This is an optimization exercise on Yosys and OpenROAD, whose aim is small area and a short achievable clock period, not a production implementation. At most, simulation tests tie the RTL to the original design; equivalence was not proved. For run 9, only the layout was checked, not whether the RTL still works. Power and IR drop assume default switching activity.

==> design/flow/design.v <==
module pipelined_div #(
   parameter int unsigned N = 16,
   parameter int unsigned D = 16
) (
   input  logic         clk,
   input  logic         rst,
   input  logic         ce,
   input  logic         in_valid,
   input  logic [N-1:0] dividend,
   input  logic [D-1:0] divisor,
   output logic         out_valid,
   output logic [N-1:0] quotient,
   output logic [D-1:0] remainder
);
   logic [N:0] vld_q;
   always_ff @(posedge clk) begin
      if (!rst) vld_q <= '0;
      else if (ce) vld_q <= {vld_q[N-1:0], in_valid};
   end
   logic [N-1:0] dq_q0;
   logic [D-1:0] div_q0;
   always_ff @(posedge clk) begin
      if (ce) begin
         dq_q0  <= dividend;
         div_q0 <= divisor;
      end
   end
   genvar k;
   generate
      for (k = 0; k < int'(N); k++) begin : g_stage
         logic [N-1:0] dq_in;
         logic [D-1:0] div_in;
         logic [k:0]   trial;
         logic         hi_zero;
         logic         fits;
         logic [k:0]   rem_d;
         logic [N-1:0] dq_d;
         if (k == 0) begin : g_first
            assign dq_in  = dq_q0;
            assign div_in = div_q0;
            assign trial  = ~dq_in[N-1];
         end else begin : g_next
            assign dq_in  = g_stage[k-1].dq_q;
            assign div_in = g_stage[k-1].div_q;
            assign trial  = {g_stage[k-1].rem_q, ~dq_in[N-1]};
         end
         if (k + 1 < int'(D)) begin : g_hi
            assign hi_zero = ~|div_in[D-1:k+1];
         end else begin : g_nohi
            assign hi_zero = 1'b1;
         end
         div_step #(.W(k + 1)) u_step (
            .t    (trial),
            .d    (div_in[k:0]),
            .hz   (hi_zero),
            .fits (fits),
            .rem  (rem_d)
         );
         assign dq_d  = {dq_in[N-2:0], fits};
         logic [k:0]   rem_q;
         logic [N-1:0] dq_q;
         logic [D-1:0] div_q;
         if (k + 1 < int'(N)) begin : g_mid
            always_ff @(posedge clk) begin
               if (ce) begin
                  rem_q <= rem_d;   
                  dq_q  <= dq_d;
                  div_q <= div_in;
               end
            end
         end else begin : g_last
            always_ff @(posedge clk) begin
               if (!rst) begin
                  rem_q <= '0;
                  dq_q  <= '0;
               end else if (ce) begin
                  rem_q <= ~rem_d;
                  dq_q  <= dq_d;
               end
            end
            assign div_q = '0;
         end
      end
   endgenerate
   assign out_valid = vld_q[N];
   assign quotient  = g_stage[N-1].dq_q;
   assign remainder = g_stage[N-1].rem_q;
endmodule
module div_step #(
   parameter int W = 16
) (
   input  logic [W-1:0] t,
   input  logic [W-1:0] d,
   input  logic         hz,
   output logic         fits,
   output logic [W-1:0] rem
);
   localparam int L = (W > 8) ? 4 : (W > 4) ? 3 : (W > 2) ? 2 : 1;
   logic [W-1:0] g [L+1];
   logic [W-1:0] p [L+1];
   logic [W:0]   b;
   always_comb begin
      g[0] = t & d;
      p[0] = t | d;
      for (int l = 0; l < L; l++) begin
         for (int i = 0; i < W; i++) begin
            if (i >= (1 << l)) begin
               g[l+1][i] = g[l][i] | (p[l][i] & g[l][i-(1<<l)]);
               p[l+1][i] = p[l][i] & p[l][i-(1<<l)];
            end else begin
               g[l+1][i] = g[l][i];
               p[l+1][i] = p[l][i];
            end
         end
      end
      b = {g[L], 1'b0};
      fits = hz & ~b[W];
      rem = t ^ ({W{fits}} & (d ^ b[W-1:0]));
   end
endmodule
==> design/flow/flow/run.sh <==
#!/bin/bash
# The standard layout, with plain buffers (not delay cells) on the ports.
set -euo pipefail
export BUFFER_PORTS_ARGS="-buffer_cell sky130_fd_sc_hd__buf_2"
bash standard.sh > standard.log 2>&1
==> design/flow/standard.sh <==
#!/bin/bash
# synth_recipe.tcl (not shown) runs the flow's synth.tcl, then flattens the netlist and writes it again
# the make line also repeats each setting of config.mk as NAME=value (left out here)
make -C /OpenROAD-flow-scripts/flow DESIGN_CONFIG=/design/flow/config.mk WORK_HOME=/design/flow/orfs CLKGATE_MAP_FILE= SYNTH_SCRIPT=/design/flow/synth_recipe.tcl "${@:-finish}"
==> design/flow/config.mk <==
export PLATFORM = sky130hd
export DESIGN_NAME = pipelined_div
export DESIGN_NICKNAME = pipelined_div
export VERILOG_FILES = /design/flow/design.v
export SDC_FILE = /design/flow/constraint.sdc
export NUM_CORES = 4
export LEC_CHECK = 0
export ABC_AREA = 1
export CAP_MARGIN = 20
export CORE_MARGIN = 2
export CORE_UTILIZATION = 40
export CTS_BUF_LIST = sky130_fd_sc_hd__clkbuf_16
export CTS_CLUSTER_DIAMETER = 100
export CTS_CLUSTER_SIZE = 25
export SETUP_SLACK_MARGIN = 1.8
export SLEW_MARGIN = 20
==> design/flow/constraint.sdc <==
create_clock -name core_clock -period 4.0 [get_ports {clk}]
set_input_delay 0.8000 -clock core_clock [delete_from_list [all_inputs] [get_ports {clk}]]
set_output_delay 0.8000 -clock core_clock [all_outputs]
set_load 0.01 [all_outputs]
==> flow_summary.yaml, run 1 <==
outcome:
  status: "timing/DRC/antenna clean"
worst_setup_path:
  crit_type: "reg -> reg"
  ff2ff_path_depth: 9
  setup.worst_path.end: "g_stage[12].rem_q[4]"
  cp.buffers_inverters: 0
  slowest_stage: "edfxtp_1"
  cp_num_cells: 9
  slowest_delay_ps: 460
  critPathLaunchType: "register"
  cp.required_ps: 4370
  crit_arrival_ps: 2470
  crit_fanout: 6
  cp-startpoint: "g_stage[11].div_q[1]"
  cp-end-kind: "register"
  r2r-end: "g_stage[12].rem_q[4]"
  crit_chain: "nand2_1 > o21ai_1 > or2_4 > nand2_4 > o21ai_2 > nand2_2 > nand2_4 > nor2_1 > xor2_1"
  path_delay_family: "simple AND/OR/NAND/NOR gates"
  r2r_setup_slack_ps: 1910
  path_common_cell: "nand2_4"
  timing.rr.start: "g_stage[11].div_q[1]"
logic_synthesis:
  synth_area_leaders: "edfxtp_1, nand2_1, nor2_1, dfxtp_1, inv_1"
  syn_inst: 2461
  synth.most_common_cell: "edfxtp_1"
  ys_ff_latch: 681
  synth-main-ff-cell: "edfxtp_1"
  ys_types: 50
  async_flop_share_pct: 0
  syn_nets: 2497
  synth_edf_count: 632
  synth_area_per_cell_um2: 11.5
  ys_warn_count: 49
  yosysTopAreaCellShare_pct: 66.9
  ys_seq_area_share_pct: 70.3
  synth_area_um2: 28400
  synthTopCellsByCount: "edfxtp_1, nand2_1, nor2_1"
  yosysTopAreaCell: "edfxtp_1"
final_layout:
  drive_above_1_share_pct: 10.2
  multiInputGateArea_um2: 7590
  regArea_um2: 20000
  n_antenna_cell: 0
  final_nets: 2642
  fillers: 6534
  syn_to_final_growth_pct: 11.3
route:
  firstDrtPassIters: 5
  first_iter_violations: 1187
  via_per_inst: 4.83
  vias: 17211
  postRouteAntennaNets: 0
  drc: 0
  totalWireLength_um: 52800
  routedWlPerCell_um: 14.8
pwr:
  max-vdd-ir-drop_uv: 329
  pwr_density_cell_nw_per_um2: 440
  leakagePower_nw: 12.3
sta:
  skew_ps: 34.1
  fin_crit_sh_pct: 52.3
  setup_violations: 0
  worst_pin_slew_ps: 718
  slew_headroom_pct: 52.1
  finalMaxSlewViolations: 0
  finalHoldViolCount: 0
  max_freq_mhz: 478
  finalSetupTns_ps: 0
  timing.final.ws_setup_ps: 1910
  rsz0062_at_grt: "true"
  min_period_ps: 2090
placed_design:
  gp_congestion: 0.866
  pre_cts_slack_ps: 1500
  dp_hpwl_um: 37200
  portBuffers: 68
clock_network:
  clock-sinks: 681
  cts-root-buf: "clkbuf_16"
  cts_buffers: 35
  ctsHtreeMaxLevel: 2
  clk_pin_slew_ps: 100
  clock_latency_ps: 590
  cts_tree: "built"
  ctsLongestPathBuffers: 3
floorplanning:
  num_rows: 97
  die_y_um: 270
  start_util_pct: 40.5
  dieWidth_um: 270
  io_pins: 69
  core_area_um2: 70100
  die-area_um2: 73100
grt:
  grt_pass1_wl_um: 84700
  antenna_found_initial: 0
  grt_util_all_layers_pct: 14.1
  overflow: 0
  grt_max_degree: 113
  grt_pass1_vias: 16685
hold_path:
  hold_class: "in -> reg"
job:
  maxCapViolations: 0
## flip-flops by register name, indices dropped and copies added, names as in the netlist
register	count
vld_q	17
dq_q0	16
g_stage.dq_q	256
div_q0	16
g_stage.rem_q	136
g_stage.div_q	240
## through the flow
stage               cell area [um^2]  instances  hold WS, ps  total power [mW]  util [%]
floorplan                      28400       2461          400              9.48         -
global placement               30000       3464          401              9.96      42.7
detailed placement             30000       3464          405              9.99      42.7
CTS                            31200       3534          323              14.0      44.4
global route                   31600       3567          338              14.5      45.0
finish                         31600       3567          369              13.9      45.0
## layout make-up
| type | count | share of cell area (%) |
|---|---|---|
| flip-flops and latches | 681 | 63.2 |
| clock inverters | 23 | 0.642 |
| repair buffers | 133 | 2.86 |
| multi-input cells | 1527 | 24.0 |
| clock buffers | 35 | 2.77 |
| well taps | 940 | 3.72 |
| inverters | 228 | 2.76 |
## per-layer routing
layer  track usage, %  wire length [um]  up-vias
met5                0                 0        -
met4             4.89              1570        0
met3             1.96              1520       69
met2             25.4             27000      242
met1             17.4             22700     8207
li1                 -                 -     8693
## placed cells by master, fill, tap and decap left out, types with 3 or more instances in the layout
master	count
a31oi_1	9
a21oi_1	65
o211ai_1	4
a21oi_4	5
xor2_1	70
a21boi_1	3
or2_1	6
o21bai_1	13
o21ai_2	7
nor2_2	20
dfxtp_1	49
nand2_4	6
nor3_1	23
or2_2	15
xnor2_1	60
buf_4	58
nor4_1	18
nor2_1	331
a221oi_1	3
nand3_1	101
clkbuf_16	35
o21ai_0	102
inv_1	229
nand2_2	5
a21oi_2	6
o21a_1	11
buf_12	5
nand4_1	37
nand2_1	543
nor3_2	4
o21ai_1	20
inv_2	7
edfxtp_1	632
nand3b_1	18
buf_2	68
## cells by family after synthesis
kind of cell / count (synthesis) / synth area share (%)
AO/OA/AOI/OAI: 256 / 5.11
XOR/XNOR: 131 / 4.04
buffers and inverters: 253 / 3.54
flip-flops: 681 / 70.3
AND/OR/NAND/NOR: 1140 / 17.0
## report_power, final
group / total (mW) / internal, mW / switching (mW) / leakage [nW]
combinational: 1.37 / 0.479 / 0.886 / 5.16
sequential: 8.54 / 8.27 / 0.264 / 6.61
clock: 3.98 / 1.73 / 2.25 / 0.570
total: 13.9 / 10.5 / 3.40 / 12.3
## how the worst min path moves through the flow
| stage | start | slack [ps] | end | cells after the start |
|---|---|---|---|---|
| floorplan | dq_q0[9] | 400 | g_stage[0].dq_q[10] | 0 |
| detailed placement | g_stage[9].dq_q[1] | 400 | g_stage[10].dq_q[2] | 0 |
| global route | dividend[13] | 340 | dq_q0[13] | 1 |
| CTS | dividend[13] | 320 | dq_q0[13] | 1 |
| global placement | g_stage[7].dq_q[8] | 400 | g_stage[8].dq_q[9] | 0 |
| finish | dividend[13] | 370 | dq_q0[13] | 1 |
## what timing repair did
action,4_1_cts,5_1_grt
resized for setup,7,53
pin swaps,3,5
hold buffers,0,0
cloned,0,1
setup buffers,12,32
endpoints found under the setup margin,40,77
==> inputs of run 2 (changes only) <==
--- a/design/flow/config.mk
+++ b/design/flow/config.mk
@@ -12,5 +12,5 @@
 export CTS_BUF_LIST = sky130_fd_sc_hd__clkbuf_16
 export CTS_CLUSTER_DIAMETER = 100
 export CTS_CLUSTER_SIZE = 25
-export SETUP_SLACK_MARGIN = 1.8
+export SETUP_SLACK_MARGIN = 2.2
 export SLEW_MARGIN = 20
==> flow_summary.yaml, run 2 <==
grt:
  grt_pass1_wl_um: 92400
  met3_usage_pct: 1.93
  grt_pass1_vias: 18347
  globalRouteMet2Util_pct: 28.8
  grt_max_degree: 113
  antenna_found_initial: 0
  grt_util_met1_pct: 18.5
  overflow: 0
  grt_util_all_layers_pct: 15.4
  busiest_layer: "met2"
pwr:
  internal_power_mw: 10.9
  clkPwrFrac_pct: 27.2
  switching_share_pct: 25.6
  leakagePower_nw: 14.5
  pwr_density_cell_nw_per_um2: 402
  max-vdd-ir-drop_uv: 332
  p_switching_mw: 3.75
  pwr-share-comb_pct: 14.4
  power_mw: 14.7
  pwr-share-seq_pct: 58.4
final_layout:
  syn_to_final_growth_pct: 28.7
  drive_above_1_share_pct: 36.0
  reg_top3: "g_stage.dq_q (256), g_stage.div_q (240), g_stage.rem_q (136)"
  largest_reg_flops: 256
  top_register: "g_stage.dq_q"
  fin_area_um2: 36500
  final_common_cell: "edfxtp_1"
  fillers: 6046
  final_nets: 2976
  n_antenna_cell: 0
  final_util_pct: 52.1
  layout_common_cells: "edfxtp_1, nand2_1, buf_4"
logic_synthesis:
  ys_types: 50
  synth_area_leaders: "edfxtp_1, nand2_1, nor2_1, dfxtp_1, inv_1"
  muxShareOfSynthArea_pct: 0
  synth-main-ff-cell: "edfxtp_1"
  ys_ff_latch: 681
  yosysTopAreaCell: "edfxtp_1"
  syn_nets: 2497
  synth-simple-area-share_pct: 17.0
  yosys.area_share.xor_xnor_pct: 4.04
  ys_seq_area_share_pct: 70.3
  synthAdderAreaFrac_pct: 0
  async_flop_share_pct: 0
  synth_area_um2: 28400
  synthTopCellsByCount: "edfxtp_1, nand2_1, nor2_1"
  syn_inst: 2461
  yosysTopAreaCellShare_pct: 66.9
  synth_area_per_cell_um2: 11.5
  synth_edf_count: 632
  synth_compound_area_share_pct: 5.11
  ys_warn_count: 49
  synth.most_common_cell: "edfxtp_1"
  synth_top_family_by_area: "simple AND/OR/NAND/NOR gates"
sta:
  skew_ps: 38.2
  slew_headroom_pct: 50.8
  finalMaxSlewViolations: 0
  max_freq_mhz: 501
  finalHoldViolCount: 0
  timing.final.ws_setup_ps: 2000
  setup_violations: 0
  fin_crit_sh_pct: 49.9
  worst_pin_slew_ps: 737
  finalSetupTns_ps: 0
  rsz0062_at_grt: "true"
  min_period_ps: 2000
clock_network:
  clock_latency_ps: 600
  cts_tree: "built"
  ctsLongestPathBuffers: 3
  ctsHoldBuffers: 0
  ctsHtreeMaxLevel: 2
  cts-root-buf: "clkbuf_16"
  cts_buffers: 35
  clk_pin_slew_ps: 100
  clock-sinks: 681
worst_setup_path:
  crit_arrival_ps: 2350
  crit_type: "reg -> reg"
  r2r-end: "g_stage[13].rem_q[11]"
  timing.rr.start: "g_stage[12].div_q[2]"
  ff2ff_path_depth: 11
  critPathLaunchType: "register"
  crit_fanout: 7
  r2r_setup_slack_ps: 2000
  cp.required_ps: 4350
  cp-end-kind: "register"
route:
  totalWireLength_um: 60700
  routedWlPerCell_um: 15.6
  firstDrtPassIters: 5
  first_iter_violations: 1205
  drc: 0
  via_per_inst: 4.88
  vias: 19043
  postRouteAntennaNets: 0
placed_design:
  gp_congestion: 0.866
  placedInstanceArea_um2: 30000
  dp_hpwl_um: 37200
  portBuffers: 68
  pre_cts_slack_ps: 1500
hold_path:
  whs_endpoint: "dq_q0[13]"
  worstHoldStart: "dividend[13]"
  holdPathStages: 1
  hold_class: "in -> reg"
floorplanning:
  dieWidth_um: 270
  die_y_um: 270
  io_pins: 69
  num_rows: 97
  core_area_um2: 70100
  start_util_pct: 40.5
  die-area_um2: 73100
outcome:
  status: "timing/DRC/antenna clean"
job:
  maxCapViolations: 0
## run 2: cell types whose count changed in the layout (fill, tap and decap cells not counted), sizes merged
cell	change
clkinvlp	+1
buf	+330
nand2	+1
inv	-3
clkinv	+5
## run 2: area by class of cell
class                      count  area, um^2  area share [%]
clock buffer                  35         876            2.40
clock inverter                23         203           0.555
inverter                     228         911            2.49
multi-input combinational   1528        9560            26.2
sequential                   681       20000            54.8
tap                          940        1180            3.22
timing repair buffer         463        3770            10.3
timing repair inverter         3        30.0          0.0822
## run 2: cells by family (layout without fill, tap and decap cells)
| kind of cell | count (synthesis) | count (layout) |
|---|---|---|
| and+or+nand+nor | 1140 | 1141 |
| DFF | 681 | 681 |
| AOI/OAI and AO/OA | 256 | 256 |
| buffers and inverters | 253 | 752 |
| xor gates and xnor gates | 131 | 131 |
## run 2: worst max-delay path by stage
stage / startpoint / end / slack [ps] / depth (start not counted)
floorplan: g_stage[11].div_q[2] / g_stage[12].rem_q[10] / 2240 / 14
global placement: ce / g_stage[13].div_q[15] / 1570 / 3
detailed placement: g_stage[13].div_q[4] / g_stage[14].rem_q[3] / 1500 / 10
CTS: g_stage[11].div_q[12] / g_stage[12].rem_q[3] / 2010 / 9
global route: g_stage[12].div_q[2] / g_stage[13].rem_q[11] / 1890 / 11
finish: g_stage[12].div_q[2] / g_stage[13].rem_q[11] / 2000 / 11
## run 2: repair_timing
action                     in CTS  in global routing
gates resized for setup       399                367
pin swaps                     115                188
cloned                          7                  0
setup buffers                 225                147
setup endpoints to repair     197                177
## run 2: metrics by stage
| step | cells | hold WS (ps) |
|---|---|---|
| global route | 3901 | 336 |
| detailed placement | 3464 | 405 |
| global placement | 3464 | 401 |
| floorplan | 2461 | 400 |
| CTS | 3754 | 323 |
| finish | 3901 | 369 |
## run 2: power groups by stage
stage               Combinational [mW]  Clock (mW)  Sequential (mW)
floorplan                        0.858           0             8.62
global placement                  1.26           0             8.70
detailed placement                1.28           0             8.71
CTS                               1.72        4.16             8.55
global route                      2.30        4.38             8.61
finish                            2.11        3.99             8.56
## run 2: routing by layer
layer,vias up,wire length (um)
li1,9362,-
met1,9288,24800
met2,300,32700
met3,93,1670
met4,0,1570
met5,-,0
## run 2: critical path, cell delays in order, from the launching register on
cell	delay [ps]
edfxtp_1	410
nand2_2	90
inv_2	80
nand2_2	60
nand2_2	70
nand2_2	60
nand2_2	90
a21oi_4	50
o21ai_4	300
clkinvlp_4	290
nand4_1	160
nand2_2	80
==> inputs of run 3 (changes only) <==
--- a/design/flow/config.mk
+++ b/design/flow/config.mk
@@ -8,9 +8,10 @@
 export ABC_AREA = 1
 export CAP_MARGIN = 20
 export CORE_MARGIN = 2
-export CORE_UTILIZATION = 40
+export CORE_UTILIZATION = 55
 export CTS_BUF_LIST = sky130_fd_sc_hd__clkbuf_16
 export CTS_CLUSTER_DIAMETER = 100
 export CTS_CLUSTER_SIZE = 25
-export SETUP_SLACK_MARGIN = 2.2
+export PLACE_DENSITY = 0.7
+export SETUP_SLACK_MARGIN = 2.0
 export SLEW_MARGIN = 20
==> flow_summary.yaml, run 3 <==
sta:
  worst_pin_slew_ps: 887
  fin_crit_sh_pct: 50.2
  rsz0062_at_grt: "true"
  finalHoldViolCount: 0
  holdWs_ps: 350
  max_freq_mhz: 498
  min_period_ps: 2010
  finalMaxSlewViolations: 0
  finalSetupTns_ps: 0
  skew_ps: 18.7
  slew_headroom_pct: 40.8
  setup_violations: 0
route:
  firstDrtPassIters: 7
  routedWlPerCell_um: 15.3
  first_iter_violations: 1179
  drc: 0
  totalWireLength_um: 51900
  via_per_inst: 5.28
  postRouteAntennaNets: 0
  vias: 17856
final_layout:
  syn_to_final_growth_pct: 13.4
  reg_top3: "g_stage.dq_q (256), g_stage.div_q (240), g_stage.rem_q (136)"
  n_antenna_cell: 0
  fin_area_um2: 32200
  top_register: "g_stage.dq_q"
  final_common_cell: "edfxtp_1"
  final_util_pct: 62.8
  largest_reg_flops: 256
  layout_common_cells: "edfxtp_1, nand2_1, nor2_1"
  drive_above_1_share_pct: 17.2
  final_nets: 2713
placed_design:
  gp_congestion: 0.897
  portBuffers: 68
  placedInstanceArea_um2: 29500
  dp_hpwl_um: 34500
clock_network:
  clock-sinks: 681
  clk_pin_slew_ps: 100
  cts_buffers: 31
  ctsHoldBuffers: 0
  ctsHtreeMaxLevel: 1
  clock_latency_ps: 620
  cts_tree: "built"
  cts-root-buf: "clkbuf_16"
  ctsLongestPathBuffers: 3
pwr:
  max-vdd-ir-drop_uv: 492
  power_mw: 13.6
  internal_power_mw: 10.3
  pwr-share-comb_pct: 11.2
  leakagePower_nw: 12.8
  p_switching_mw: 3.28
  switching_share_pct: 24.2
  clkPwrFrac_pct: 25.7
  pwr_density_cell_nw_per_um2: 421
  pwr-share-seq_pct: 63.1
logic_synthesis:
  syn_inst: 2461
  synth_edf_count: 632
  synth_area_per_cell_um2: 11.5
  ys_warn_count: 49
  ys_types: 50
  synth_area_um2: 28400
  yosysTopAreaCellShare_pct: 66.9
  ys_ff_latch: 681
  synthTopCellsByCount: "edfxtp_1, nand2_1, nor2_1"
  synth_area_leaders: "edfxtp_1, nand2_1, nor2_1, dfxtp_1, inv_1"
  syn_nets: 2497
  synth.most_common_cell: "edfxtp_1"
  async_flop_share_pct: 0
  synth-main-ff-cell: "edfxtp_1"
  yosysTopAreaCell: "edfxtp_1"
  ys_seq_area_share_pct: 70.3
hold_path:
  hold_class: "in -> reg"
grt:
  grt_util_all_layers_pct: 18.6
  grt_max_degree: 170
  grt_pass1_wl_um: 80800
  antenna_found_initial: 0
  grt_pass1_vias: 16816
  overflow: 0
floorplanning:
  io_pins: 69
  num_rows: 83
  die_y_um: 231
  dieWidth_um: 231
  die-area_um2: 53400
  core_area_um2: 51200
  start_util_pct: 55.4
worst_setup_path:
  slowest_delay_ps: 480
  crit_type: "reg -> reg"
  cp-end-kind: "register"
  slowest_stage: "edfxtp_1"
  crit_fanout: 6
  path_common_cell: "nand2_1"
  critPathLaunchType: "register"
  cp.buffers_inverters: 1
  path_delay_family: "compound AO/OA/AOI/OAI gates"
  crit_arrival_ps: 2390
  crit_chain: "nand2_1 > a21oi_1 > a21oi_2 > o21ai_4 > nand2_1 > nand2_2 > a21oi_4 > buf_6 > nand3_2 > nand2_1 > nand2_1"
  cp.required_ps: 4380
outcome:
  status: "timing/DRC/antenna clean"
job:
  maxCapViolations: 0
==> run 3: cell count changes in the layout (fill, tap and decap cells not counted), sizes merged <==
cell and delta:
buf -258, bufinv -1, clkbuf -3, clkinv -9, clkinvlp -1, inv +14
nand2 -1
==> run 3: final timing paths <==
path | startpoint | end | slack, ps | depth (start not counted)
setup / recovery | g_stage[13].rem_q[2] | g_stage[14].rem_q[13] | 1990 | 11
hold / removal | dividend[15] | dq_q0[15] | 350 | 1
setup reg to reg | g_stage[13].rem_q[2] | g_stage[14].rem_q[13] | 1990 | 11
hold reg to reg | g_stage[10].dq_q[4] | g_stage[11].dq_q[5] | 420 | 0
==> run 3: stage by stage <==
| step | setup slack [ps] | cells |
|---|---|---|
| floorplan | 2240 | 2461 |
| global placement | 1680 | 3193 |
| finish | 1990 | 3382 |
| detailed placement | 1620 | 3193 |
| global route | 1870 | 3382 |
| CTS | 1960 | 3289 |
==> run 3: cell families after synthesis <==
logic type	count (synthesis)	synth area share (%)
AO/OA/AOI/OAI	256	5.11
XOR/XNOR	131	4.04
buffers and inverters	253	3.54
flip-flops	681	70.3
AND/OR/NAND/NOR	1140	17.0
==> run 3: power by group through the flow <==
stage | clock network, mW | registers [mW] | logic [mW]
global route | 3.85 | 8.60 | 1.70
CTS | 3.63 | 8.54 | 1.31
global placement | 0 | 8.70 | 1.21
floorplan | 0 | 8.62 | 0.858
detailed placement | 0 | 8.71 | 1.24
finish | 3.48 | 8.55 | 1.52
==> run 3: layout make-up <==
| cell class | count | area [um^2] |
|---|---|---|
| Fill cell | 3919 | 19000 |
| Sequential cell | 681 | 20000 |
| Clock inverter | 27 | 118 |
| Clock buffer | 31 | 776 |
| Multi-Input combinational cell | 1527 | 8120 |
| Timing Repair inverter | 2 | 17.5 |
| Timing Repair Buffer | 206 | 1460 |
| Tap cell | 680 | 851 |
| Inverter | 228 | 883 |
==> run 3: repair_timing <==
action / in CTS / in global routing
gates cloned: 0 / 4
setup buffers: 38 / 89
setup endpoints to repair: 89 / 121
hold endpoints to repair: 0 / 0
pin swaps: 9 / 63
resized for setup: 39 / 206
==> run 3: metal layers <==
layer / global-route usage [%] / vias up / part of all wire, % / wire length (um)
met1: 23.3 / 8510 / 41 / 21500
met5: 0 / - / 0 / 0
met3: 2.04 / 97 / 3.7 / 1940
li1: - / 8863 / - / -
met4: 6.09 / 0 / 2.7 / 1400
met2: 33.7 / 386 / 52 / 27100
==> run 3: worst reg2reg max path: cells and delay by family, from the launching register on <==
family / cells / cell delay [ps]
AOI/OAI and AO/OA: 4 / 650
DFF: 1 / 480
and+or+nand+nor: 6 / 460
buffers and inverters: 1 / 190
==> inputs of run 4 (changes only) <==
--- a/design/flow/config.mk
+++ b/design/flow/config.mk
@@ -13,5 +13,5 @@
 export CTS_CLUSTER_DIAMETER = 100
 export CTS_CLUSTER_SIZE = 25
 export PLACE_DENSITY = 0.7
-export SETUP_SLACK_MARGIN = 2.0
+export SETUP_SLACK_MARGIN = 1.6
 export SLEW_MARGIN = 20
==> flow_summary.yaml, run 4 <==
final_layout:
  top_register: "g_stage.dq_q"
  final_nets: 2588
  final_common_cell: "edfxtp_1"
  multiInputGateArea_um2: 7430
  largest_reg_flops: 256
  fillers: 4052
  n_antenna_cell: 0
  syn_to_final_growth_pct: 7.55
  reg_top3: "g_stage.dq_q (256), g_stage.div_q (240), g_stage.rem_q (136)"
  layout_common_cells: "edfxtp_1, nand2_1, nor2_1"
  fin_area_um2: 30500
  drive_above_1_share_pct: 6.83
  regArea_um2: 20000
logic_synthesis:
  synth_area_um2: 28400
  ys_types: 50
  syn_inst: 2461
  synth.most_common_cell: "edfxtp_1"
  async_flop_share_pct: 0
  yosysTopAreaCell: "edfxtp_1"
  synthTopCellsByCount: "edfxtp_1, nand2_1, nor2_1"
  syn_nets: 2497
  ys_seq_area_share_pct: 70.3
  ys_ff_latch: 681
  synth_area_leaders: "edfxtp_1, nand2_1, nor2_1, dfxtp_1, inv_1"
  synth_area_per_cell_um2: 11.5
  ys_warn_count: 49
  yosysTopAreaCellShare_pct: 66.9
  synth_edf_count: 632
  synth-main-ff-cell: "edfxtp_1"
sta:
  setup_violations: 0
  worst_pin_slew_ps: 861
  min_period_ps: 2210
  slew_headroom_pct: 42.6
  finalHoldViolCount: 0
  skew_ps: 19.4
  max_freq_mhz: 452
  rsz0062_at_grt: "false"
  finalSetupTns_ps: 0
  timing.final.ws_setup_ps: 1790
  fin_crit_sh_pct: 55.3
  holdWs_ps: 349
  finalMaxSlewViolations: 0
hold_path:
  hold_class: "in -> reg"
placed_design:
  portBuffers: 68
  dp_hpwl_um: 34500
  pre_cts_slack_ps: 1620
  gp_congestion: 0.897
  placedInstanceArea_um2: 29500
pwr:
  leakagePower_nw: 12.1
  power_mw: 13.3
  pwr_density_cell_nw_per_um2: 435
  max-vdd-ir-drop_uv: 492
clock_network:
  clock-sinks: 681
  ctsHoldBuffers: 0
  ctsHtreeMaxLevel: 1
  clk_pin_slew_ps: 90
  cts-root-buf: "clkbuf_16"
  ctsLongestPathBuffers: 3
  cts_tree: "built"
  cts_buffers: 31
  clock_latency_ps: 620
route:
  wl_met2_um: 25100
  m1WireLength_um: 20600
  postRouteAntennaNets: 0
  drc: 0
  totalWireLength_um: 48700
  first_iter_violations: 1083
  wl_met3_um: 1730
  top_layer: "met4"
  routedWlPerCell_um: 14.9
  via_per_inst: 5.25
  vias: 17103
  firstDrtPassIters: 5
worst_setup_path:
  critPathLaunchType: "register"
  crit_arrival_ps: 2580
  crit_chain: "nor4_1 > nand2_1 > nor3_1 > nand3_1 > inv_2 > nand2_1 > xor2_1"
  cp.required_ps: 4370
  path_common_cell: "nand2_1"
  cp-end-kind: "register"
  slowest_stage: "edfxtp_1"
  r2r_setup_slack_ps: 1790
  crit_type: "reg -> reg"
  crit_fanout: 6
  slowest_delay_ps: 430
floorplanning:
  num_rows: 83
  io_pins: 69
  die-area_um2: 53400
  start_util_pct: 55.4
  dieWidth_um: 231
  core_area_um2: 51200
  die_y_um: 231
outcome:
  status: "timing/DRC/antenna clean"
job:
  maxCapViolations: 0
grt:
  grt_pass1_vias: 16457
  grt_max_degree: 170
  grt_pass1_wl_um: 79600
  grt_util_all_layers_pct: 18.3
  antenna_found_initial: 0
  overflow: 0
run 4: final timing paths:
path,start,to,cells past startpoint
worst max register to register,g_stage[5].div_q[7],g_stage[6].rem_q[0],7
worst min-delay path,dividend[15],dq_q0[15],1
worst max-delay path,g_stage[5].div_q[7],g_stage[6].rem_q[0],7
worst min register to register,g_stage[10].dq_q[4],g_stage[11].dq_q[5],0
run 4: cell type report:
type                            count  share of cell area (%)
Clock inverter                     27                   0.385
Sequential cell                   681                    65.4
Tap cell                          680                    2.79
Clock buffer                       31                    2.54
Inverter                          228                    2.82
Multi-Input combinational cell   1527                    24.3
Timing Repair Buffer               83                    1.72
run 4: per-stage QoR:
step / utilization, % / cells
final: 59.6 / 3257
after global routing: 59.6 / 3257
after CTS: 59.5 / 3251
after detailed placement: 57.7 / 3193
after global placement: 57.7 / 3193
after floorplan: - / 2461
run 4: critical path, delay by kind of cell, from the launching register on:
| kind | cells | cell delay, ps |
|---|---|---|
| flops | 1 | 430 |
| xor+xnor | 1 | 140 |
| simple gates | 5 | 1180 |
| buf+inv | 1 | 220 |
run 4: report_power, final:
part / switching, mW / leakage [nW] / internal [mW]
Combinational: 0.835 / 4.92 / 0.434
Clock: 2.05 / 0.523 / 1.43
Sequential: 0.266 / 6.61 / 8.28
Total: 3.15 / 12.1 / 10.1
run 4: logic make-up (layout without fill, tap and decap cells):
group | after synthesis | count (layout) | synth area share [%]
buffers and inverters | 253 | 369 | 3.54
and+or+nand+nor | 1140 | 1140 | 17.0
AOI/OAI and AO/OA | 256 | 256 | 5.11
xor gates and xnor gates | 131 | 131 | 4.04
DFF | 681 | 681 | 70.3
run 4: repair_timing:
action	in CTS	in global routing
buffers inserted	0	6
endpoints found under the setup margin	0	25
gates resized for setup	0	6
run 4: layer usage:
metal  GRT usage, %  up-vias
li1               -     8609
met1           23.2     8088
met2           33.4      330
met3           1.99       76
met4           5.06        0
met5              0        -
==> inputs of run 5 (changes only) <==
--- a/design/flow/config.mk
+++ b/design/flow/config.mk
@@ -13,5 +13,5 @@
 export CTS_CLUSTER_DIAMETER = 100
 export CTS_CLUSTER_SIZE = 25
 export PLACE_DENSITY = 0.7
-export SETUP_SLACK_MARGIN = 1.6
+export SETUP_SLACK_MARGIN = 1.9
 export SLEW_MARGIN = 20
==> flow_summary.yaml, run 5 <==
outcome:
  status: "timing/DRC/antenna clean"
route:
  routedWlPerCell_um: 15.2
  vias: 17435
  firstDrtPassIters: 6
  totalWireLength_um: 50300
  first_iter_violations: 1170
  via_per_inst: 5.25
  drc: 0
  postRouteAntennaNets: 0
worst_setup_path:
  slowest_delay_ps: 470
  slowest_stage: "edfxtp_1"
  crit_type: "reg -> reg"
  crit_fanout: 6
  crit_arrival_ps: 2440
  crit_chain: "inv_2 > a21oi_1 > a21oi_2 > o21ai_4 > nand2_1 > nand2_2 > a21oi_4 > inv_2 > o21ai_0 > nand2_1"
  cp.required_ps: 4370
  cp-end-kind: "register"
  critPathLaunchType: "register"
final_layout:
  final_util_pct: 61.2
  final_common_cell: "edfxtp_1"
  top_register: "g_stage.dq_q"
  drive_above_1_share_pct: 11.9
  n_antenna_cell: 0
  layout_common_cells: "edfxtp_1, nand2_1, nor2_1"
  syn_to_final_growth_pct: 10.4
  reg_top3: "g_stage.dq_q (256), g_stage.div_q (240), g_stage.rem_q (136)"
  final_nets: 2649
  largest_reg_flops: 256
placed_design:
  pre_cts_slack_ps: 1620
  portBuffers: 68
  dp_hpwl_um: 34500
  gp_congestion: 0.897
job:
  maxCapViolations: 0
logic_synthesis:
  syn_inst: 2461
  synth_edf_count: 632
  ys_warn_count: 49
  synth.most_common_cell: "edfxtp_1"
  synth_area_um2: 28400
  synth_area_per_cell_um2: 11.5
  syn_nets: 2497
  yosysTopAreaCellShare_pct: 66.9
  synth_area_leaders: "edfxtp_1, nand2_1, nor2_1, dfxtp_1, inv_1"
  synthTopCellsByCount: "edfxtp_1, nand2_1, nor2_1"
  synth-main-ff-cell: "edfxtp_1"
  ys_types: 50
  yosysTopAreaCell: "edfxtp_1"
  ys_ff_latch: 681
  async_flop_share_pct: 0
  ys_seq_area_share_pct: 70.3
clock_network:
  clock-sinks: 681
  cts-root-buf: "clkbuf_16"
  ctsHoldBuffers: 0
  cts_buffers: 31
  ctsLongestPathBuffers: 3
  clock_latency_ps: 620
  ctsHtreeMaxLevel: 1
  clk_pin_slew_ps: 90
  cts_tree: "built"
sta:
  setup_violations: 0
  min_period_ps: 2070
  worst_pin_slew_ps: 867
  finalSetupTns_ps: 0
  skew_ps: 18.2
  fin_crit_sh_pct: 51.8
  finalHoldViolCount: 0
  timing.final.ws_setup_ps: 1930
  max_freq_mhz: 482
  finalMaxSlewViolations: 0
  slew_headroom_pct: 42.2
  rsz0062_at_grt: "true"
grt:
  antenna_found_initial: 0
  grt_max_degree: 170
  overflow: 0
  grt_pass1_wl_um: 80100
  grt_pass1_vias: 16612
  grt_util_all_layers_pct: 18.4
pwr:
  pwr_density_cell_nw_per_um2: 428
  max-vdd-ir-drop_uv: 494
  power_mw: 13.4
  leakagePower_nw: 12.4
floorplanning:
  die_y_um: 231
  core_area_um2: 51200
  dieWidth_um: 231
  num_rows: 83
  start_util_pct: 55.4
  die-area_um2: 53400
  io_pins: 69
hold_path:
  hold_class: "in -> reg"
run 5: cell counts after synthesis:
No cell type changed its count.
run 5: report_power, final:
part / switching (mW) / internal [mW] / total, mW
combinational: 0.894 / 0.503 / 1.40
clock: 2.06 / 1.43 / 3.48
sequential: 0.271 / 8.28 / 8.55
total: 3.22 / 10.2 / 13.4
run 5: layout make-up:
type | count | area (um^2)
Clock buffer | 31 | 776
Timing Repair inverter | 1 | 6.26
Sequential cell | 681 | 20000
Inverter | 228 | 873
Clock inverter | 27 | 118
Timing Repair Buffer | 143 | 973
Tap cell | 680 | 851
Multi-Input combinational cell | 1527 | 7790
Fill cell | 3999 | 19900
run 5: critical path, delay by kind of cell (launching register included):
kind | cells | cell delay [ps]
flip-flops | 1 | 470
buffers and inverters | 2 | 220
AO/OA/AOI/OAI | 5 | 880
AND/OR/NAND/NOR | 3 | 260
run 5: final timing paths:
path	slack, ps	startpoint	to	cells past startpoint
hold reg to reg	420	g_stage[10].dq_q[4]	g_stage[11].dq_q[5]	0
setup / recovery	1930	g_stage[13].rem_q[3]	g_stage[14].rem_q[4]	10
setup reg to reg	1930	g_stage[13].rem_q[3]	g_stage[14].rem_q[4]	10
hold / removal	350	dividend[15]	dq_q0[15]	1
run 5: layer usage:
metal | vias up | wire (um) | GRT usage [%]
met3 | 83 | 1870 | 2.01
met1 | 8269 | 21200 | 23.2
met2 | 353 | 26000 | 33.6
met4 | 0 | 1260 | 5.56
li1 | 8730 | - | -
met5 | - | 0 | 0
run 5: cells by family (layout without fill, tap and decap cells):
kind of cell    Yosys count  after routing  synth area share (%)
flops                   681            681                  70.3
buf+inv                 253            430                  3.54
simple gates           1140           1140                  17.0
xor+xnor                131            131                  4.04
compound gates          256            256                  5.11
run 5: what timing repair did:
action                                  CTS  global route
endpoints found under the setup margin   55           101
pin swaps                                 4            19
resized for setup                        15           107
buffers inserted                         15            49
cloned                                    0             3
run 5: stage by stage:
step	hold WS, ps	cells	area, um^2
2_1_floorplan	400	2461	28400
3_3_place_gp	401	3193	29500
3_5_place_dp	405	3193	29500
4_1_cts	304	3266	30600
5_1_grt	301	3318	31300
6_report	351	3318	31300
==> inputs of run 6 (changes only) <==
--- a/design/flow/config.mk
+++ b/design/flow/config.mk
@@ -8,10 +8,10 @@
 export ABC_AREA = 1
 export CAP_MARGIN = 20
 export CORE_MARGIN = 2
-export CORE_UTILIZATION = 55
+export CORE_UTILIZATION = 60
 export CTS_BUF_LIST = sky130_fd_sc_hd__clkbuf_16
 export CTS_CLUSTER_DIAMETER = 100
 export CTS_CLUSTER_SIZE = 25
-export PLACE_DENSITY = 0.7
+export PLACE_DENSITY = 0.75
 export SETUP_SLACK_MARGIN = 1.9
 export SLEW_MARGIN = 20
==> flow_summary.yaml, run 6 <==
outcome:
  status: "timing/DRC/antenna clean"
worst_setup_path:
  slowest_delay_ps: 480
  ff2ff_path_depth: 11
  cp_num_cells: 11
  cp-end-kind: "register"
  critPathLaunchType: "register"
  crit_arrival_ps: 2440
  slowest_stage: "edfxtp_1"
  cp.required_ps: 4380
  cp.buffers_inverters: 3
  crit_fanout: 8
  path_common_cell: "nand2_1"
  crit_type: "reg -> reg"
  path_delay_family: "compound AO/OA/AOI/OAI gates"
  crit_chain: "nor2_4 > inv_1 > nand2_1 > inv_1 > a21oi_1 > o211ai_1 > a21oi_4 > buf_6 > nand3_1 > nand2_1 > nand2_1"
logic_synthesis:
  yosys.area_share.xor_xnor_pct: 4.04
  synth_area_um2: 28400
  ys_warn_count: 49
  ys_seq_area_share_pct: 70.3
  synth_area_leaders: "edfxtp_1, nand2_1, nor2_1, dfxtp_1, inv_1"
  yosysTopAreaCell: "edfxtp_1"
  synth_top_family_by_area: "simple AND/OR/NAND/NOR gates"
  synth_area_per_cell_um2: 11.5
  yosysTopAreaCellShare_pct: 66.9
  synth_compound_area_share_pct: 5.11
  synthAdderAreaFrac_pct: 0
  synth-simple-area-share_pct: 17.0
  synth.most_common_cell: "edfxtp_1"
  syn_nets: 2497
  async_flop_share_pct: 0
  syn_inst: 2461
  synth-main-ff-cell: "edfxtp_1"
  muxShareOfSynthArea_pct: 0
  ys_ff_latch: 681
  synth_edf_count: 632
  ys_types: 50
  synthTopCellsByCount: "edfxtp_1, nand2_1, nor2_1"
pwr:
  pwr-share-comb_pct: 10.7
  pwr_density_cell_nw_per_um2: 431
  internal_power_mw: 10.3
  p_switching_mw: 3.22
  clkPwrFrac_pct: 26.0
  switching_share_pct: 23.8
  leakagePower_nw: 12.5
  max-vdd-ir-drop_uv: 431
  pwr-share-seq_pct: 63.3
grt:
  grt_pass1_vias: 16560
  antenna_found_initial: 0
  overflow: 0
  grt_pass1_wl_um: 81800
  grt_util_all_layers_pct: 20.4
  grt_max_degree: 122
sta:
  holdWs_ps: 359
  finalSetupTns_ps: 0
  setup_violations: 0
  min_period_ps: 2060
  finalHoldViolCount: 0
  skew_ps: 21.1
  fin_crit_sh_pct: 51.6
  timing.final.ws_setup_ps: 1940
  rsz0062_at_grt: "true"
  slew_headroom_pct: 52.8
  max_freq_mhz: 485
  worst_pin_slew_ps: 707
  finalMaxSlewViolations: 0
final_layout:
  fillers: 3366
  final_nets: 2657
  final_common_cell: "edfxtp_1"
  drive_above_1_share_pct: 12.2
  top_register: "g_stage.dq_q"
  reg_top3: "g_stage.dq_q (256), g_stage.div_q (240), g_stage.rem_q (136)"
  n_antenna_cell: 0
  layout_common_cells: "edfxtp_1, nand2_1, nor2_1"
  stdcell_count: 3252
  syn_to_final_growth_pct: 10.5
  largest_reg_flops: 256
placed_design:
  pre_cts_slack_ps: 1460
  portBuffers: 68
  gp_congestion: 0.901
  dp_hpwl_um: 35400
  place_inst: 3123
floorplanning:
  dieWidth_um: 221
  start_util_pct: 60.8
  die_y_um: 221
  die-area_um2: 49100
  core_area_um2: 46700
  io_pins: 69
  num_rows: 79
route:
  drc: 0
  totalWireLength_um: 51400
  firstDrtPassIters: 19
  vias: 17605
  routedWlPerCell_um: 15.8
  via_per_inst: 5.41
  postRouteAntennaNets: 0
  first_iter_violations: 1209
clock_network:
  clk_pin_slew_ps: 100
  clock-sinks: 681
  clock_latency_ps: 620
  cts-root-buf: "clkbuf_16"
  ctsHoldBuffers: 0
  cts_buffers: 31
  ctsLongestPathBuffers: 3
  ctsHtreeMaxLevel: 1
  cts_tree: "built"
job:
  maxCapViolations: 0
hold_path:
  hold_class: "in -> reg"
  holdPathStages: 1
## run 6: area by class of cell
cell class | instances | area [um^2] | area share [%]
Inverter | 228 | 881 | 2.81
Clock inverter | 26 | 134 | 0.427
Clock buffer | 31 | 776 | 2.47
Timing Repair Buffer | 152 | 1090 | 3.49
Tap cell | 607 | 759 | 2.42
Sequential cell | 681 | 20000 | 63.6
Multi-Input combinational cell | 1527 | 7760 | 24.8
## run 6: cells by family (layout without fill, tap and decap cells)
logic type      count (synthesis)  in the layout
buf+inv                       253            437
compound gates                256            256
xor+xnor                      131            131
simple gates                 1140           1140
flops                         681            681
## run 6: repair_timing
action	CTS	global route
buffers inserted	14	56
resized for setup	14	108
cloned	0	2
setup endpoints to repair	51	90
pin swaps	4	27
hold endpoints to repair	0	0
## run 6: per-stage QoR
| stage | power [mW] | util (%) | instance area (um^2) |
|---|---|---|---|
| 2_1_floorplan | 9.48 | - | 28400 |
| 3_3_place_gp | 9.92 | 63.2 | 29500 |
| 3_5_place_dp | 9.97 | 63.2 | 29500 |
| 4_1_cts | 13.5 | 65.5 | 30600 |
| 5_1_grt | 14.1 | 67.2 | 31400 |
| 6_report | 13.5 | 67.2 | 31400 |
## run 6: power by group through the flow
| stage | registers (mW) | clock network, mW | logic (mW) |
|---|---|---|---|
| floorplan | 8.62 | 0 | 0.858 |
| global placement | 8.70 | 0 | 1.22 |
| detailed placement | 8.71 | 0 | 1.26 |
| CTS | 8.55 | 3.64 | 1.30 |
| global route | 8.60 | 3.88 | 1.62 |
| finish | 8.55 | 3.52 | 1.44 |
## run 6: final timing paths
| path | to | slack, ps | from |
|---|---|---|---|
| worst min-delay path | dq_q0[6] | 360 | dividend[6] |
| worst max register to register | g_stage[14].rem_q[10] | 1940 | g_stage[13].rem_q[11] |
| worst max-delay path | g_stage[14].rem_q[10] | 1940 | g_stage[13].rem_q[11] |
| worst min register to register | g_stage[4].dq_q[10] | 410 | g_stage[3].dq_q[9] |
## run 6: per-layer routing
layer / vias up / wire length [um] / global-route usage [%]
met5: - / 0 / 0
met4: 0 / 1190 / 5.84
met3: 86 / 1860 / 2.26
met2: 356 / 26400 / 36.9
met1: 8440 / 22000 / 26.2
li1: 8723 / - / -
==> inputs of run 7 (changes only) <==
--- a/design/flow/config.mk
+++ b/design/flow/config.mk
@@ -8,10 +8,10 @@
 export ABC_AREA = 1
 export CAP_MARGIN = 20
 export CORE_MARGIN = 2
-export CORE_UTILIZATION = 60
+export CORE_UTILIZATION = 50
 export CTS_BUF_LIST = sky130_fd_sc_hd__clkbuf_16
 export CTS_CLUSTER_DIAMETER = 100
 export CTS_CLUSTER_SIZE = 25
-export PLACE_DENSITY = 0.75
-export SETUP_SLACK_MARGIN = 1.9
+export PLACE_DENSITY = 0.65
+export SETUP_SLACK_MARGIN = 1.8
 export SLEW_MARGIN = 20
==> flow_summary.yaml, run 7 <==
worst_setup_path:
  cp.required_ps: 4320
  critPathLaunchType: "register"
  crit_type: "reg -> reg"
  cp-end-kind: "register"
  crit_fanout: 12
  crit_arrival_ps: 2390
grt:
  overflow: 0
  grt_max_degree: 192
  grt_pass1_wl_um: 82000
  grt_util_all_layers_pct: 17.1
  grt_pass1_vias: 16599
  antenna_found_initial: 0
placed_design:
  place_inst: 3268
  pre_cts_slack_ps: 1460
  dp_hpwl_um: 35200
  placedInstanceArea_um2: 29600
  portBuffers: 68
  gp_congestion: 0.888
sta:
  max_freq_mhz: 483
  fin_crit_sh_pct: 51.7
  slew_headroom_pct: 30.4
  finalSetupTns_ps: 0
  holdWs_ps: 392
  rsz0062_at_grt: "true"
  skew_ps: 23.3
  worst_pin_slew_ps: 1040
  timing.final.ws_setup_ps: 1930
  finalHoldViolCount: 0
  setup_violations: 0
  min_period_ps: 2070
  finalMaxSlewViolations: 0
logic_synthesis:
  yosysTopAreaCellShare_pct: 66.9
  synth-simple-area-share_pct: 17.0
  ys_seq_area_share_pct: 70.3
  synth_area_per_cell_um2: 11.5
  synth_top_family_by_area: "simple AND/OR/NAND/NOR gates"
  syn_nets: 2497
  synthTopCellsByCount: "edfxtp_1, nand2_1, nor2_1"
  yosys.area_share.xor_xnor_pct: 4.04
  ys_ff_latch: 681
  ys_types: 50
  syn_inst: 2461
  synthAdderAreaFrac_pct: 0
  muxShareOfSynthArea_pct: 0
  yosysTopAreaCell: "edfxtp_1"
  synth.most_common_cell: "edfxtp_1"
  synth_compound_area_share_pct: 5.11
  ys_warn_count: 49
  synth_edf_count: 632
  synth_area_leaders: "edfxtp_1, nand2_1, nor2_1, dfxtp_1, inv_1"
  synth_area_um2: 28400
  synth-main-ff-cell: "edfxtp_1"
  async_flop_share_pct: 0
job:
  maxCapViolations: 0
final_layout:
  syn_to_final_growth_pct: 9.17
  final_util_pct: 55.0
  reg_top3: "g_stage.dq_q (256), g_stage.div_q (240), g_stage.rem_q (136)"
  regArea_um2: 20000
  layout_common_cells: "edfxtp_1, nand2_1, nor2_1"
  top_register: "g_stage.dq_q"
  drive_above_1_share_pct: 8.72
  fillers: 4710
  n_antenna_cell: 0
  multiInputGateArea_um2: 7520
  fin_area_um2: 31000
  stdcell_count: 3347
  final_nets: 2612
  final_common_cell: "edfxtp_1"
  largest_reg_flops: 256
floorplanning:
  core_area_um2: 56300
  io_pins: 69
  num_rows: 87
  start_util_pct: 50.4
  die-area_um2: 58700
  die_y_um: 242
  dieWidth_um: 242
route:
  routedWlPerCell_um: 15.1
  postRouteAntennaNets: 0
  drc: 0
  via_per_inst: 5.15
  vias: 17228
  firstDrtPassIters: 5
  totalWireLength_um: 50400
  first_iter_violations: 1240
pwr:
  pwr_density_cell_nw_per_um2: 441
  power_mw: 13.7
  max-vdd-ir-drop_uv: 411
  leakagePower_nw: 12.2
clock_network:
  clock-sinks: 681
  ctsHtreeMaxLevel: 2
  clk_pin_slew_ps: 90
  ctsLongestPathBuffers: 3
  cts_buffers: 34
  cts-root-buf: "clkbuf_16"
  clock_latency_ps: 580
  cts_tree: "built"
outcome:
  status: "timing/DRC/antenna clean"
hold_path:
  hold_class: "in -> reg"
-- run 7: changes by cell type in the layout (fill, tap and decap cells not counted), sizes merged --
cell      previous run  this run
inv                249       237
clkinv               4         6
clkbuf              33        34
clkinvlp             0         1
buf                150       104
-- run 7: layout make-up --
| type | count | area share [%] |
|---|---|---|
| flip-flops and latches | 681 | 64.4 |
| inverters | 228 | 2.80 |
| multi-input cells | 1527 | 24.3 |
| clock buffers | 34 | 2.75 |
| clock inverters | 17 | 0.460 |
| well taps | 756 | 3.05 |
| repair buffers | 104 | 2.23 |
-- run 7: per-layer routing --
layer,wire [um],track usage [%]
met3,1360,2.24
met5,0,0
met2,25600,30.9
met4,1440,5.57
met1,21900,21.4
-- run 7: where the power goes --
| group | switching, mW | internal [mW] | total [mW] | leakage, nW |
|---|---|---|---|---|
| Sequential | 0.272 | 8.28 | 8.55 | 6.61 |
| Clock | 2.14 | 1.65 | 3.80 | 0.509 |
| Combinational | 0.851 | 0.456 | 1.31 | 5.03 |
-- run 7: worst max-delay path, stage by stage (launching register included) --
cell and delay (ps):
edfxtp_1 480, nor2_2 190, nor2_1 70, inv_1 80, or2_1 140, nor2_1 60
nor3_2 300, nand2_4 140, inv_6 140, nand2_1 60, nand2_1 60, nand2_1 90
-- run 7: logic make-up after synthesis --
kind of cell,count (synthesis)
and+or+nand+nor,1140
xor gates and xnor gates,131
buffers and inverters,253
AOI/OAI and AO/OA,256
DFF,681
-- run 7: what timing repair did --
action,in CTS,in global routing
cloned,0,0
pin swaps,2,4
hold buffers,0,0
buffers inserted,7,21
resized for setup,3,40
endpoints found under the setup margin,30,59
-- run 7: path summary, 6_finish.rpt --
| path | slack [ps] | from | depth (start not counted) | end |
|---|---|---|---|---|
| setup / recovery | 1930 | g_stage[11].div_q[9] | 11 | g_stage[12].rem_q[5] |
| hold / removal | 390 | dividend[12] | 1 | dq_q0[12] |
| setup reg to reg | 1930 | g_stage[11].div_q[9] | 11 | g_stage[12].rem_q[5] |
| hold reg to reg | 420 | g_stage[13].dq_q[13] | 0 | g_stage[14].dq_q[14] |
==> inputs of run 8 (changes only) <==
--- a/design/flow/config.mk
+++ b/design/flow/config.mk
@@ -8,10 +8,10 @@
 export ABC_AREA = 1
 export CAP_MARGIN = 20
 export CORE_MARGIN = 2
-export CORE_UTILIZATION = 50
+export CORE_UTILIZATION = 55
 export CTS_BUF_LIST = sky130_fd_sc_hd__clkbuf_16
 export CTS_CLUSTER_DIAMETER = 100
 export CTS_CLUSTER_SIZE = 25
-export PLACE_DENSITY = 0.65
+export PLACE_DENSITY = 0.7
 export SETUP_SLACK_MARGIN = 1.8
 export SLEW_MARGIN = 20
==> flow_summary.yaml, run 8 <==
final_layout:
  layout_common_cells: "edfxtp_1, nand2_1, nor2_1"
  largest_reg_flops: 256
  reg_top3: "g_stage.dq_q (256), g_stage.div_q (240), g_stage.rem_q (136)"
  n_antenna_cell: 0
  multiInputGateArea_um2: 7530
  final_common_cell: "edfxtp_1"
  final_util_pct: 60.1
  drive_above_1_share_pct: 8.33
  fillers: 4038
  top_register: "g_stage.dq_q"
  syn_to_final_growth_pct: 8.35
  stdcell_count: 3274
  final_nets: 2605
  regArea_um2: 20000
route:
  drc: 0
  routedWlPerCell_um: 15.0
  totalWireLength_um: 49100
  firstDrtPassIters: 7
  postRouteAntennaNets: 0
  via_per_inst: 5.25
  vias: 17192
  first_iter_violations: 1159
outcome:
  status: "timing/DRC/antenna clean"
placed_design:
  portBuffers: 68
  dp_hpwl_um: 34500
  place_inst: 3193
  gp_congestion: 0.897
logic_synthesis:
  synth.most_common_cell: "edfxtp_1"
  synth_edf_count: 632
  synth_area_leaders: "edfxtp_1, nand2_1, nor2_1, dfxtp_1, inv_1"
  ys_types: 50
  synth-main-ff-cell: "edfxtp_1"
  syn_inst: 2461
  async_flop_share_pct: 0
  yosysTopAreaCellShare_pct: 66.9
  syn_nets: 2497
  synth_area_um2: 28400
  synthTopCellsByCount: "edfxtp_1, nand2_1, nor2_1"
  ys_ff_latch: 681
  ys_warn_count: 49
  synth_area_per_cell_um2: 11.5
  ys_seq_area_share_pct: 70.3
  yosysTopAreaCell: "edfxtp_1"
clock_network:
  ctsHoldBuffers: 0
  ctsLongestPathBuffers: 3
  ctsHtreeMaxLevel: 1
  clock_latency_ps: 620
  cts-root-buf: "clkbuf_16"
  clk_pin_slew_ps: 100
  clock-sinks: 681
  cts_buffers: 31
  cts_tree: "built"
hold_path:
  hold_class: "in -> reg"
  worstHoldStart: "divisor[4]"
pwr:
  max-vdd-ir-drop_uv: 497
  pwr_density_cell_nw_per_um2: 433
  power_mw: 13.3
  leakagePower_nw: 12.1
sta:
  slew_headroom_pct: 40.1
  worst_pin_slew_ps: 898
  finalMaxSlewViolations: 0
  fin_crit_sh_pct: 51.9
  finalSetupTns_ps: 0
  finalHoldViolCount: 0
  holdWs_ps: 349
  setup_violations: 0
  rsz0062_at_grt: "true"
  min_period_ps: 2080
  skew_ps: 19.4
  max_freq_mhz: 482
worst_setup_path:
  cp.required_ps: 4540
  critPathLaunchType: "register"
  cp-end-kind: "register"
  crit_type: "reg -> reg"
  crit_arrival_ps: 2610
  crit_fanout: 4
  timing.rr.start: "g_stage[14].dq_q[15]"
  cp-startpoint: "g_stage[14].dq_q[15]"
floorplanning:
  die-area_um2: 53400
  num_rows: 83
  dieWidth_um: 231
  die_y_um: 231
  core_area_um2: 51200
  start_util_pct: 55.4
  io_pins: 69
grt:
  grt_util_all_layers_pct: 18.3
  grt_max_degree: 170
  overflow: 0
  antenna_found_initial: 0
  grt_pass1_vias: 16507
  grt_pass1_wl_um: 79700
job:
  maxCapViolations: 0
run 8: path summary, 6_finish.rpt:
path | endpoint | slack (ps) | cells past startpoint
worst max-delay path | g_stage[15].rem_q[3] | 1920 | 14
worst min-delay path | div_q0[4] | 350 | 1
worst max register to register | g_stage[15].rem_q[3] | 1920 | 14
worst min register to register | g_stage[11].dq_q[5] | 420 | 0
run 8: stage by stage:
step,setup WS [ps],cell area (um^2)
floorplan,2240,28400
global placement,1680,29500
finish,1920,30700
detailed placement,1620,29500
CTS,1810,30500
global route,1760,30700
run 8: area by class of cell:
class	instances	share of cell area [%]
timing repair buffer	100	2.10
multi-input combinational	1527	24.5
inverter	228	2.82
clock buffer	31	2.52
tap	680	2.77
sequential	681	64.9
clock inverter	27	0.383
run 8: kinds of logic after synthesis:
family,synth area share [%]
simple gates,17.0
flops,70.3
compound gates,5.11
buf+inv,3.54
xor+xnor,4.04
run 8: metal layers:
layer | routed length [um] | up-vias | track usage [%] | part of all wire (%)
met2 | 25200 | 338 | 33.5 | 51
met1 | 20700 | 8131 | 23.1 | 42
met4 | 1270 | 0 | 5.14 | 2.6
met3 | 1910 | 88 | 2.01 | 3.9
met5 | 0 | - | 0 | 0
li1 | - | 8635 | - | -
run 8: report_power, final:
| group | leakage [nW] | total, mW | internal (mW) | switching, mW |
|---|---|---|---|---|
| Combinational | 5.01 | 1.30 | 0.452 | 0.849 |
| Clock | 0.523 | 3.48 | 1.43 | 2.05 |
| Sequential | 6.61 | 8.54 | 8.28 | 0.268 |
| Total | 12.1 | 13.3 | 10.2 | 3.17 |
run 8: critical path, stage by stage, from the launching register on:
cell	delay, ps
edfxtp_1	430
nor2_1	270
nand2_1	180
nand2_2	150
nand2_2	80
nand2_4	90
nand2_4	60
nand2_4	80
a21oi_4	60
buf_4	160
buf_4	140
nand4_1	60
nand3_1	100
nand2_1	90
inv_1	40
run 8: what timing repair did:
action | in CTS | in global routing
setup buffers | 9 | 14
endpoints found under the setup margin | 27 | 63
pin swaps | 3 | 1
endpoints found under the hold margin | 0 | 0
cloned | 0 | 0
gates resized for setup | 4 | 37
==> inputs of run 9 (changes only) <==
--- a/design/flow/design.v
+++ b/design/flow/design.v
@@ -104,9 +104,9 @@
       p[0] = t | d;
       for (int l = 0; l < L; l++) begin
          for (int i = 0; i < W; i++) begin
-            if (i >= (1 << l)) begin
-               g[l+1][i] = g[l][i] | (p[l][i] & g[l][i-(1<<l)]);
-               p[l+1][i] = p[l][i] & p[l][i-(1<<l)];
+            if (i[l]) begin
+               g[l+1][i] = g[l][i] | (p[l][i] & g[l][((i >> l) << l) - 1]);
+               p[l+1][i] = p[l][i] & p[l][((i >> l) << l) - 1];
             end else begin
                g[l+1][i] = g[l][i];
                p[l+1][i] = p[l][i];
==> flow_summary.yaml, run 9 <==
outcome:
  status: "timing/DRC/antenna clean"
worst_setup_path:
  r2r-end: "g_stage[12].rem_q[2]"
  cp-end-kind: "register"
  timing.rr.start: "g_stage[11].rem_q[2]"
  r2r_setup_slack_ps: 1840
  path_delay_family: "simple AND/OR/NAND/NOR gates"
  slowest_stage: "edfxtp_1"
  crit_type: "reg -> reg"
  critPathLaunchType: "register"
  ff2ff_path_depth: 12
  slowest_delay_ps: 440
  crit_fanout: 7
  crit_chain: "nor2_1 > nor2_1 > a21oi_1 > nand2_2 > nand2_4 > nand2_4 > nand2_2 > nand3_4 > inv_8 > buf_4 > nand2_1 > xnor2_1"
  cp-startpoint: "g_stage[11].rem_q[2]"
  cp.buffers_inverters: 2
  cp.required_ps: 4380
  crit_arrival_ps: 2550
  cp_num_cells: 12
  setup.worst_path.end: "g_stage[12].rem_q[2]"
placed_design:
  dp_hpwl_um: 28200
  gp_congestion: 0.865
  portBuffers: 68
route:
  vias: 16241
  totalWireLength_um: 43200
  firstDrtPassIters: 7
  drc: 0
  postRouteAntennaNets: 0
  routedWlPerCell_um: 13.9
  via_per_inst: 5.23
  first_iter_violations: 1089
grt:
  grt_max_degree: 191
  antenna_found_initial: 0
  grt_pass1_wl_um: 69900
  grt_pass1_vias: 15590
  grt_util_all_layers_pct: 16.1
  overflow: 0
pwr:
  power_mw: 13.2
  max-vdd-ir-drop_uv: 429
  pwr_density_cell_nw_per_um2: 435
  leakagePower_nw: 11.9
sta:
  max_freq_mhz: 462
  slew_headroom_pct: 33.3
  setup_violations: 0
  skew_ps: 15.7
  finalSetupTns_ps: 0
  finalHoldViolCount: 0
  finalMaxSlewViolations: 0
  rsz0062_at_grt: "true"
  fin_crit_sh_pct: 54.1
  worst_pin_slew_ps: 1000
  min_period_ps: 2160
clock_network:
  cts_buffers: 31
  clock-sinks: 681
  cts_tree: "built"
  clk_pin_slew_ps: 100
  ctsLongestPathBuffers: 3
  cts-root-buf: "clkbuf_16"
  clock_latency_ps: 630
  ctsHtreeMaxLevel: 1
final_layout:
  largest_reg_flops: 256
  top_register: "g_stage.dq_q"
  final_nets: 2459
  drive_above_1_share_pct: 10.6
  layout_common_cells: "edfxtp_1, nand2_1, nor2_1"
  reg_top3: "g_stage.dq_q (256), g_stage.div_q (240), g_stage.rem_q (136)"
  n_antenna_cell: 0
  syn_to_final_growth_pct: 9.83
  final_common_cell: "edfxtp_1"
  final_util_pct: 60.8
floorplanning:
  die_y_um: 228
  io_pins: 69
  dieWidth_um: 228
  die-area_um2: 52000
  core_area_um2: 49900
  num_rows: 82
  start_util_pct: 55.3
logic_synthesis:
  synth.most_common_cell: "edfxtp_1"
  synth_area_leaders: "edfxtp_1, nand2_1, nor2_1, dfxtp_1, inv_1"
  async_flop_share_pct: 0
  ys_seq_area_share_pct: 72.3
  yosysTopAreaCell: "edfxtp_1"
  syn_inst: 2285
  synthTopCellsByCount: "edfxtp_1, nand2_1, nor2_1"
  synth_area_per_cell_um2: 12.1
  ys_types: 50
  synth_edf_count: 632
  synth-main-ff-cell: "edfxtp_1"
  yosysTopAreaCellShare_pct: 68.8
  synth_area_um2: 27600
  syn_nets: 2321
  ys_ff_latch: 681
  ys_warn_count: 49
hold_path:
  hold_class: "in -> reg"
job:
  maxCapViolations: 0
run 9: cell count changes in the layout (fill, tap and decap cells not counted), sizes merged, moves of 7 or more:
| cell | delta |
|---|---|
| o21ai | -11 |
| o21bai | +7 |
| nand3b | +10 |
| o21a | -7 |
| nand2 | -34 |
| nor2 | -73 |
| or2 | -11 |
| inv | -29 |
| xnor2 | -19 |
| buf | +21 |
| a21oi | -10 |
run 9: cells by family after synthesis:
kind of cell,share of synthesized area [%]
compound gates,4.62
xor+xnor,3.55
buf+inv,3.38
flops,72.3
simple gates,16.1
run 9: power by group:
group / internal (mW) / switching (mW)
clock: 1.42 / 2.03
sequential: 8.27 / 0.242
combinational: 0.437 / 0.775
total: 10.1 / 3.05
run 9: worst min path at each step:
stage,startpoint,endpoint,slack [ps],cells past startpoint
final,divisor[8],div_q0[8],340,1
after global placement,g_stage[1].dq_q[1],g_stage[2].dq_q[2],400,0
after detailed placement,dq_q0[2],g_stage[0].dq_q[3],400,0
after global routing,divisor[8],div_q0[8],300,1
after floorplan,dq_q0[9],g_stage[0].dq_q[10],400,0
after CTS,dividend[4],dq_q0[4],300,1
run 9: per-layer routing:
| metal | up-vias | wire (um) | track usage [%] |
|---|---|---|---|
| met5 | - | 0 | 0 |
| met4 | 0 | 1520 | 6.15 |
| met3 | 91 | 1260 | 2.04 |
| met2 | 285 | 24400 | 32.2 |
| met1 | 7738 | 16100 | 17.0 |
| li1 | 8127 | - | - |
run 9: repair_timing:
| action | 4_1_cts | 5_1_grt |
|---|---|---|
| setup endpoints to repair | 57 | 101 |
| resized for setup | 15 | 64 |
| cloned | 3 | 4 |
| hold buffers | 0 | 0 |
| buffers inserted | 6 | 40 |
| pin swaps | 4 | 14 |
run 9: final cells by class:
type / instances / area [um^2]
Sequential cell: 681 / 20000
Fill cell: 3838 / 19600
Multi-Input combinational cell: 1375 / 6990
Tap cell: 672 / 841
Timing Repair Buffer: 121 / 823
Inverter: 211 / 820
Clock buffer: 31 / 776
Clock inverter: 14 / 85.1
Timing Repair inverter: 2 / 16.3
run 9: metrics by stage:
stage,area (um^2),setup WS (ps),hold WS (ps),instances
floorplan,27600,2150,400,2285
global placement,28800,1480,400,3009
detailed placement,28800,1390,405,3009
CTS,29700,1790,295,3063
global route,30300,1720,302,3107
finish,30300,1840,341,3107

## static timing again, ports no longer ideal
Ports are ideal in the flow. The routed layouts listed here were re-timed in OpenROAD.
Step 1, drivers: a clkbuf_16 drives clk and a buf_2 each remaining input, both assumed.
Step 2 also shifts input and output timing later by t, the mid clock arrival at the registers, as if the neighbouring blocks saw the same clock.
Slacks: ideal ports / drivers / drivers and shift; pairs: ideal ports / drivers.
run | t, ns | slack for setup (ns) | worst hold slack (ns) | clock arrival spread, ns | cell pins on the clock port's net
run 1 | 0.634 | 1.906 / 1.906 / 1.524 | 0.369 / 0.330 / 0.405 | 0.042 / 0.042 | 1
run 2 | 0.636 | 2.003 / 2.003 / 1.640 | 0.369 / 0.332 / 0.405 | 0.042 / 0.042 | 1
run 3 | 0.674 | 1.990 / 1.990 / 1.550 | 0.350 / 0.310 / 0.420 | 0.030 / 0.030 | 1
run 4 | 0.673 | 1.787 / 1.787 / 1.570 | 0.349 / 0.309 / 0.417 | 0.030 / 0.029 | 1
run 5 | 0.671 | 1.927 / 1.927 / 1.566 | 0.351 / 0.312 / 0.418 | 0.028 / 0.027 | 1
run 6 | 0.663 | 1.937 / 1.937 / 1.575 | 0.359 / 0.324 / 0.413 | 0.027 / 0.027 | 1
run 7 | 0.623 | 1.931 / 1.931 / 1.543 | 0.392 / 0.357 / 0.419 | 0.026 / 0.025 | 1
run 8 | 0.673 | 1.924 / 1.924 / 1.550 | 0.349 / 0.309 / 0.416 | 0.030 / 0.030 | 1
run 9 | 0.675 | 1.836 / 1.836 / 1.421 | 0.341 / 0.304 / 0.412 | 0.021 / 0.021 | 1
After both steps every run listed still meets setup and hold. For run 3, which loses most, drivers alone change the setup slack by 0.000 ns; drivers and shift together by -0.440 ns.
